What follows belongs to an exercise in optimizing a design on an open flow for small area; a production flow would make more cautious choices.
Only simulation tests tie the RTL to the original design; equivalence was not proved.

## job 101
==> flow/design.v (excerpt) <==
module mem_writeback_stage #(
  parameter int DEPTH = 256
) (
  input  logic       clk,
  input  logic       reset,
  input  logic [7:0] RD1M,
  input  logic [7:0] ALUResultM,
  input  logic [2:0] WA3M,
  input  logic [2:0] WA4M,
  input  logic       RegWriteAM,
  input  logic       RegWriteBM,
  input  logic       MemtoRegM,
  input  logic       MemWriteM,
  input  logic       ValidM,
  input  logic       StallW,
  input  logic       FlushW,
  output logic [7:0] WD3W,
  output logic [2:0] WA3W,
  output logic       RegWriteAW,
  output logic [7:0] WD4W,
  output logic [2:0] WA4W,
  output logic       RegWriteBW,
  output logic [7:0] RetiredW
);
clock: 5.0 ns
lec_check: 0
cap_margin: 20
core_margin: 2
core_utilization: 60
gpl_timing_driven: 0
place_density: 0.7
setup_slack_margin: 0.6
slew_margin: 20
synth_hierarchical: 1
synth_minimum_keep_size: 0
standard.sh (not shown) runs the stock make flow with config.mk's settings and CLKGATE_MAP_FILE= SYNTH_SCRIPT=/design/flow/synth_recipe.tcl, a recipe that flattens the netlist after the stock synthesis.
==> flow/flow/run.sh <==
#!/bin/bash
# Layout flow: the standard ORFS flow (standard.sh) with these changes:
#  - before the placement-stage repair_design, each net with 48 or more loads
#    (the eight memory write-data lines, 256 loads each) is buffered by
#    spatial clusters of at most 40 loads, one buf_4 per cluster at its
#    centre (flow/cluster_buf.tcl);
#  - the clock tree is built from clkbuf_8 leaf clusters of up to 15 sinks
#    within 50 um, without dummy loads;
#  - the port buffers are buf_2 cells rather than the default delay buffer.
# standard.sh's full output goes to standard_flow.log; ORFS keeps each step's
# log under orfs/logs/.
set -euo pipefail
export PRE_RESIZE_TCL="$PWD/flow/cluster_buf.tcl"
export CTS_ARGS="-sink_clustering_enable -repair_clock_nets -dont_use_dummy_load -buf_list {sky130_fd_sc_hd__clkbuf_8} -sink_clustering_size 15 -sink_clustering_max_diameter 50"
export BUFFER_PORTS_ARGS="-buffer_cell sky130_fd_sc_hd__buf_2"
bash standard.sh > standard_flow.log 2>&1
Other scripts of this flow, unchanged in this note and not shown: flow/flow/cluster_buf.tcl
The final layout from job 101, which completed every stage, passed the timing, DRC and antenna checks at the end of the flow.
Inputs modified between job 101 and job 102:
# job 101
export LEC_CHECK = 0
export CAP_MARGIN = 20
export CORE_MARGIN = 2
export CORE_UTILIZATION = 60
export GPL_TIMING_DRIVEN = 0
export PLACE_DENSITY = 0.7
export SETUP_SLACK_MARGIN = 0.6
export SLEW_MARGIN = 20
export SYNTH_HIERARCHICAL = 1
export SYNTH_MINIMUM_KEEP_SIZE = 0
create_clock -name core_clock -period 5.0 [get_ports {clk}]
# job 102
export LEC_CHECK = 0
export CAP_MARGIN = 20
export CORE_MARGIN = 2
export CORE_UTILIZATION = 60
export GPL_TIMING_DRIVEN = 0
export PLACE_DENSITY = 0.7
export SETUP_SLACK_MARGIN = 0.2
export SLEW_MARGIN = 20
export SYNTH_HIERARCHICAL = 1
export SYNTH_MINIMUM_KEEP_SIZE = 0
create_clock -name core_clock -period 5.0 [get_ports {clk}]
Findings:
- Final checks on job 102, whose flow otherwise completed, came back failing, citing setup timing.
- ~same number of sequential cells in the layout in job 101 and job 102
- Higher register-to-register slack goes to job 102 over job 101.
- Taking job 101 as the reference, in job 102 final worst hold slack went up; wire length reported by the detailed router has decreased; core utilization saw a decrease.
[inputs] job 103 vs job 102
# job 102
export LEC_CHECK = 0
export CAP_MARGIN = 20
export CORE_MARGIN = 2
export CORE_UTILIZATION = 60
export GPL_TIMING_DRIVEN = 0
export PLACE_DENSITY = 0.7
export SETUP_SLACK_MARGIN = 0.2
export SLEW_MARGIN = 20
export SYNTH_HIERARCHICAL = 1
export SYNTH_MINIMUM_KEEP_SIZE = 0
create_clock -name core_clock -period 5.0 [get_ports {clk}]
# job 103
export LEC_CHECK = 0
export CAP_MARGIN = 20
export CORE_MARGIN = 2
export CORE_UTILIZATION = 55
export GPL_TIMING_DRIVEN = 0
export PLACE_DENSITY = 0.65
export SETUP_SLACK_MARGIN = 0.9
export SLEW_MARGIN = 20
export SYNTH_HIERARCHICAL = 1
export SYNTH_MINIMUM_KEEP_SIZE = 0
create_clock -name core_clock -period 5.0 [get_ports {clk}]
--- outcome ---
Job 103 closes out successfully: all stages finished, all timing, DRC and antenna checks passed.
Compared to job 102, job 103 has via count 679 lower.
Job 103 against job 102: worst hold slack after final layout went up by 39 ps, maximum clock skew at final layout essentially unchanged.
Placed instance area: job 102 vs job 103 — no meaningful difference
Job 103: routed length on met2 is 1.1% higher than what job 102 reported.
Against job 102 as the reference, job 103 delivers a higher final design area excluding fillers.

[what the ideal ports hide]
The flow's constraints put no driver on any port. The routed layouts listed below were extracted and timed again, unchanged, in two steps. Step 1: set_driving_cell puts a clkbuf_16 on clk and a buf_2 on each other input, an assumption about the parent block. Step 2 times the ports against the registers' clock, not the clock port: input delays grow and output delays shrink by t, the midpoint of the rising clock arrivals with the driver on. Slacks: ideal ports / drivers / drivers and shift; pairs: ideal ports / drivers.
run | shift t [ns] | setup slack, ns | worst register clock-pin slew, ns | worst slew at a driven data input, ns
job 101 | 0.951 | 0.344 / 0.283 / -0.668 | 0.10 / 0.10 | 0.17
job 102 | 0.972 | -0.099 / -0.159 / -1.131 | 0.10 / 0.10 | 0.16
job 103 | 1.012 | 0.655 / 0.626 / -0.385 | 0.11 / 0.11 | 0.16
With both steps, setup timing fails in job 101 and job 103, where it was met with ideal ports. For job 103, which loses most, drivers alone change the setup slack by -0.029 ns; drivers and shift together by -1.040 ns.
